What follows belongs to an exercise in optimizing a design on an open flow for small area, a short achievable clock period and few clock cycles; a production flow would make more cautious choices.
Function was checked by simulation only, so behaviour that the tests miss may differ from the original.
Power figures rest on the tool's default switching activity, not on a simulated workload.

old:
==> flow/design.v (excerpt) <==
module router_top #(
  parameter router_pkg::coord_t ROUTER_X = 1,
  parameter router_pkg::coord_t ROUTER_Y = 2
) (
  input  logic                                                    clk,
  input  logic                                                    rst_n,
  input  logic [router_pkg::NUM_PORTS-1:0]                        in_valid,
  input  router_pkg::flit_t [router_pkg::NUM_PORTS-1:0]           in_flit,
  output logic [router_pkg::NUM_PORTS-1:0]                        in_ready,
  output logic [router_pkg::NUM_PORTS-1:0]                        out_valid,
  output router_pkg::flit_t [router_pkg::NUM_PORTS-1:0]           out_flit,
  input  logic [router_pkg::NUM_PORTS-1:0]                        out_ready,
  output router_pkg::count_t                                      packets_routed
);
  localparam int NP = router_pkg::NUM_PORTS;
  localparam int NS = router_pkg::NUM_STR;
  logic [NP-1:0] take;
  logic [NP-1:0] load;
  router_pkg::flit_t [NP-1:0] load_flit;
  logic [NS-1:0]         pop;
  logic [NS-1:0]         valid;
  logic [NS-1:0]         buffered;
  router_pkg::flit_t [NS-1:0] head;
  logic [NS-1:0][NP-1:0] first_req;
  for (genvar p = 0; p < NP; p++) begin : g_port
    input_unit #(
      .ROUTER_X (ROUTER_X),
      .ROUTER_Y (ROUTER_Y)
    ) u_in (
      .clk       (clk),
      .rst_n     (rst_n),
      .in_valid  (in_valid[p]),
      .in_flit   (in_flit[p]),
      .in_ready  (in_ready[p]),
      .pop       (pop[2*p +: 2]),
      .head      (head[2*p +: 2]),
      .valid     (valid[2*p +: 2]),
      .buffered  (buffered[2*p +: 2]),
      .first_req (first_req[2*p +: 2])
    );
  end
  switch_allocator u_alloc (
    .clk       (clk),
    .rst_n     (rst_n),
    .valid     (valid),
    .first_req (first_req),
    .head      (head),
    .take      (take),
    .pop       (pop),
    .load      (load),
    .load_flit (load_flit)
  );
  output_stage u_out (
    .clk            (clk),
    .rst_n          (rst_n),
    .load           (load),
    .load_flit      (load_flit),
    .take           (take),
    .out_valid      (out_valid),
    .out_flit       (out_flit),
    .out_ready      (out_ready),
    .packets_routed (packets_routed)
  );
  ...
==> flow/config.mk <==
export PLATFORM = sky130hd
export DESIGN_NAME = router_top
export DESIGN_NICKNAME = router_top
export VERILOG_FILES = /design/flow/design.v
export SDC_FILE = /design/flow/constraint.sdc
export NUM_CORES = 4
export LEC_CHECK = 0
export CAP_MARGIN = 20
export CORE_MARGIN = 2
export CORE_UTILIZATION = 35
export SETUP_SLACK_MARGIN = 4.0
export SLEW_MARGIN = 20
==> flow/constraint.sdc <==
create_clock -name core_clock -period 7.5 [get_ports {clk}]
set_input_delay 1.5000 -clock core_clock [delete_from_list [all_inputs] [get_ports {clk}]]
set_output_delay 1.5000 -clock core_clock [all_outputs]
set_load 0.01 [all_outputs]
standard.sh (not shown) runs the stock make flow with config.mk's settings and CLKGATE_MAP_FILE= SYNTH_SCRIPT=/design/flow/synth_recipe.tcl, a recipe that flattens the netlist after the stock synthesis.
==> flow/flow/run.sh <==
#!/bin/bash
# Layout flow: the standard flow unchanged, except that the port buffers placement
# inserts are plain sky130_fd_sc_hd__buf_1 cells instead of the delay cell buffer_ports
# picks by default. Every input and output port still gets its own buffer, and the timing
# repair that follows may resize them like any other buffer.
# The whole make output (every ORFS step) goes to standard_flow.log in the work folder;
# ORFS also keeps each step's log under orfs/logs.
set -euo pipefail
bash standard.sh "BUFFER_PORTS_ARGS=-buffer_cell sky130_fd_sc_hd__buf_1" finish > standard_flow.log 2>&1
The final layout from old, which completed every stage, passed the timing, design-rule and antenna checks at the end of the flow.
Testbench counts of old, summed over its fixed seeds: cycles 3,446.
Edits applied to the flow inputs when going from old to new:
==> flow/flow/run.sh <==
#!/bin/bash
# Layout flow: the standard flow unchanged, except that the port buffers placement
# inserts are plain sky130_fd_sc_hd__buf_2 cells instead of the delay cell buffer_ports
# picks by default. Every input and output port still gets its own buffer, and the timing
# repair that follows may resize them like any other buffer.
# The whole make output (every ORFS step) goes to standard_flow.log in the work folder;
# ORFS also keeps each step's log under orfs/logs.
set -euo pipefail
bash standard.sh "BUFFER_PORTS_ARGS=-buffer_cell sky130_fd_sc_hd__buf_2" finish > standard_flow.log 2>&1
## What came out
Relative to old, combined area of the multi-input logic cells has gone down in new. Status: share of cell area taken by flip-flops and latches parity (new, old). Diff new and old: HPWL after detailed placement higher in new. Diff old -> new: final period demand of the worst path rose by 0.0077 ns; sequential share of power rose by 0.3 points; worst clock skew on the final layout rose by 0.022 ns. Compared with old, in new proportion of cell area occupied by multi-input gates down 0.44 points; slack of the worst reg-to-reg path fell by 0.02 ns; number of setup buffers added after CTS now larger. Data arrival time at the worst-slack endpoint: new vs old down 0.02 ns. On new: sum of routed wire segments on met1 is 2.0% higher than what old gave.

-- what the ideal ports hide --
How much do the figures lean on ideal ports? The routed layouts below were timed once more, with nothing changed but the port constraints.
Step 1 (the two cells are an assumption about what drives the block):
set clk [get_ports {clk}]
set_driving_cell -lib_cell sky130_fd_sc_hd__clkbuf_16 $clk
set_driving_cell -lib_cell sky130_fd_sc_hd__buf_2 [delete_from_list [all_inputs] $clk]
Step 2 adds t to the input delays and takes it off the output delays; t is the mean of the earliest and latest rising clock arrival at the registers after step 1. Input paths then give back, and output paths get back, about the clock's delay inside the block.
Slacks: ideal / step 1 / step 2; pairs: ideal / step 1.
| run | t, ns | setup slack, ns | worst setup path after step 2 | clock arrival spread, ns |
|---|---|---|---|---|
| old | 0.703 | 3.892 / 3.906 / 3.233 | input to register | 0.062 / 0.062 |
| new | 0.696 | 3.885 / 3.928 / 3.233 | input to register | 0.082 / 0.083 |
After both steps setup and hold are still met in every run listed. For old, which loses most, drivers alone change the setup slack by +0.014 ns; drivers and shift together by -0.659 ns.
